Source: an optimization exercise on an open RTL-to-GDS flow (aim: small area, a short achievable clock period and few clock cycles per item). Production flows keep margins and buffers that such runs may drop.
RTL that was checked went through simulation tests only; none was proved equivalent to the original.
Power is estimated from default activity; no workload was simulated.

== trial 55 ==
Design qpsk_mimo_modulator, start of the top module:
module qpsk_mimo_modulator #(
    parameter int R_W = 16,
    parameter int Y_W = 20
) (
    input  logic              i_clk,
    input  logic              i_reset_n,
    input  logic              i_r_load,
    input  logic [20*R_W-1:0] i_r,
    input  logic              i_bit_vld,
    input  logic              i_bit,
    output logic              o_bit_rdy,
    output logic              o_vld,
    input  logic              i_rdy,
    output logic [8*Y_W-1:0]  o_y_hat,
    output logic              o_busy
);
For scale: roughly 1400 cells after synthesis, about 570 flip-flops, ~490 I/O pins.
clock: 12.0 ns
lec_check: 0
cap_margin: 50
core_margin: 2
core_utilization: 60
cts_buf_list: sky130_fd_sc_hd__clkbuf_16
cts_cluster_diameter: 100
cts_cluster_size: 25
slew_margin: 60
standard.sh (not shown) runs the stock make flow with config.mk's settings and CLKGATE_MAP_FILE= SYNTH_SCRIPT=/design/flow/synth_recipe.tcl, a recipe that flattens the netlist after the stock synthesis.
==> flow/flow/run.sh <==
#!/bin/bash
# Standard ORFS layout (the standard.sh) with two changes to how it is built:
#  - ports are buffered with buf_1 cells instead of the resizer's default pick
#  - timing repair aims for 8.5 ns of setup slack beyond the SDC's (the SDC is unchanged)
export BUFFER_PORTS_ARGS="-buffer_cell sky130_fd_sc_hd__buf_1"
export SETUP_SLACK_MARGIN=8.5
bash standard.sh > standard.log 2>&1
Testbench counts of trial 55, summed over its fixed seeds: cycles 4,448, items 512.
Changes in trial 86 relative to trial 55:
diff --git a/flow/design.v b/flow/design.v
--- a/flow/design.v
+++ b/flow/design.v
@@ -17,61 +17,63 @@
     logic [9:0][15:0] ra, rb;
     logic [2:0]       p;           
     logic [2:0]       cnt;         
     logic [6:0]       col;         
     logic [7:0]       x;           
     logic             xv;          
     logic             win;         
     logic             fin;         
     logic             vld;
-    logic             rdy;
+    logic             rdy_n;       
     logic             busy;
-    logic             p0;          
+    logic             p0_n;        
+    logic             p0;
     logic       p7, act, acc, acc8, wr_lo;
     logic [7:3] wr_d;
     logic       xv_n, win_n, vld_n;
     logic [2:0] p_n, cnt_n;
+    assign p0    = ~p0_n;
     assign p7    = (p == 3'd7);
     assign act   = (p0 & xv) | win;
-    assign acc   = i_bit_vld & rdy;
+    assign acc   = i_bit_vld & ~rdy_n;
     assign acc8  = acc & (cnt == 3'd7);
     assign wr_lo = win & (p == 3'd2) & ~vld;
     always_comb
         for (int d = 3; d < 8; d++) wr_d[d] = win & (p == 3'(d));
     assign p_n   = i_r_load ? 3'd0 : p + 3'd1;
     assign cnt_n = acc ? cnt + 3'd1 : cnt;
     assign xv_n  = acc8 | (xv & ~(win & p7));
     assign win_n = act & ~p7 & ~((p == 3'd2) & vld);
     assign vld_n = fin | (vld & ~i_rdy);
-    assign o_bit_rdy = rdy;
+    assign o_bit_rdy = ~rdy_n;
     assign o_vld     = vld;
     assign o_busy    = busy;
     always_ff @(posedge i_clk or negedge i_reset_n) begin
         if (!i_reset_n) begin
             p    <= '0;
-            p0   <= 1'b1;
+            p0_n <= 1'b0;
             cnt  <= '0;
             xv   <= 1'b0;
             win  <= 1'b0;
             fin  <= 1'b0;
             vld  <= 1'b0;
-            rdy  <= 1'b1;
+            rdy_n <= 1'b0;
             busy <= 1'b0;
         end else begin
             p    <= p_n;
-            p0   <= (p_n == 3'd0);
+            p0_n <= (p_n != 3'd0);
             cnt  <= cnt_n;
             xv   <= xv_n;
             win  <= win_n;
             fin  <= win & p7;
             vld  <= vld_n;
             busy <= xv_n | (win & p7) | vld_n;
-            rdy  <= (cnt_n != 3'd7) | ~xv_n | (win_n & (p_n == 3'd7));
+            rdy_n <= ~((cnt_n != 3'd7) | ~xv_n | (win_n & (p_n == 3'd7)));
         end
     end
     always_ff @(posedge i_clk)
         x <= acc8 ? ({i_bit, col} ^ {8{~p_n[0]}}) : ~x;
     always_ff @(posedge i_clk) begin
         if (i_r_load) begin
             for (int k = 0; k < 10; k++) begin
                 ra[k] <= ~(i_r[32*k +: 16] ^ 16'h8000);
                 rb[k] <= ~(i_r[32*k+16 +: 16] ^ 16'h8000);
Trial 86 closes out successfully: all stages finished, all timing, DRC and antenna checks passed. Trial 86 and trial 55 ended up with nearly the same clock tree cell share of total cell area. On well-tap cell count, the higher figure sits with trial 55, not trial 86. For trial 55, the worst setup path endpoint was o_bit_rdy, unlike trial 86, where it was o_y_hat[58]. Per the comparison of trial 86 with trial 55, fraction of area in registers shrank by 0.21 points, clock tree buffer depth held steady, effective utilization at floorplan grew by 0.76 points, routed wire length held steady, minimum clock period after layout grew by 0.030 ns. Going from trial 55 to trial 86, leakage power summed over all cells rose 1.1%; number of placed instances with taps included comparable.
Only the layout flow was run in trial 86; the RTL was not checked for function there.

## separate check: timing with driven ports
The results above use ideal ports. As a check the final layouts listed here were re-extracted and re-timed, cells and wires unchanged.
Step 1 (the two cells are an assumption about what drives the block):
set clk [get_ports {i_clk}]
set_driving_cell -lib_cell sky130_fd_sc_hd__clkbuf_16 $clk
set_driving_cell -lib_cell sky130_fd_sc_hd__buf_2 [delete_from_list [all_inputs] $clk]
Step 2, shift: input delay + t, output delay - t, t = (earliest + latest rising clock arrival at the registers) / 2. This alone moves slack from input paths to output paths.
Three values: ideal, step 1, step 2; two values: the first two.
run	t, ns	setup WS [ns]	clock arrival spread, ns
trial 55	0.614	8.388 / 8.332 / 8.033	0.030 / 0.030
trial 86	0.615	8.358 / 8.304 / 7.867	0.029 / 0.029
After both steps setup and hold are still met in every run listed. The setup slack of trial 86, which loses most, moves by -0.054 ns with the drivers and by -0.491 ns with both steps.
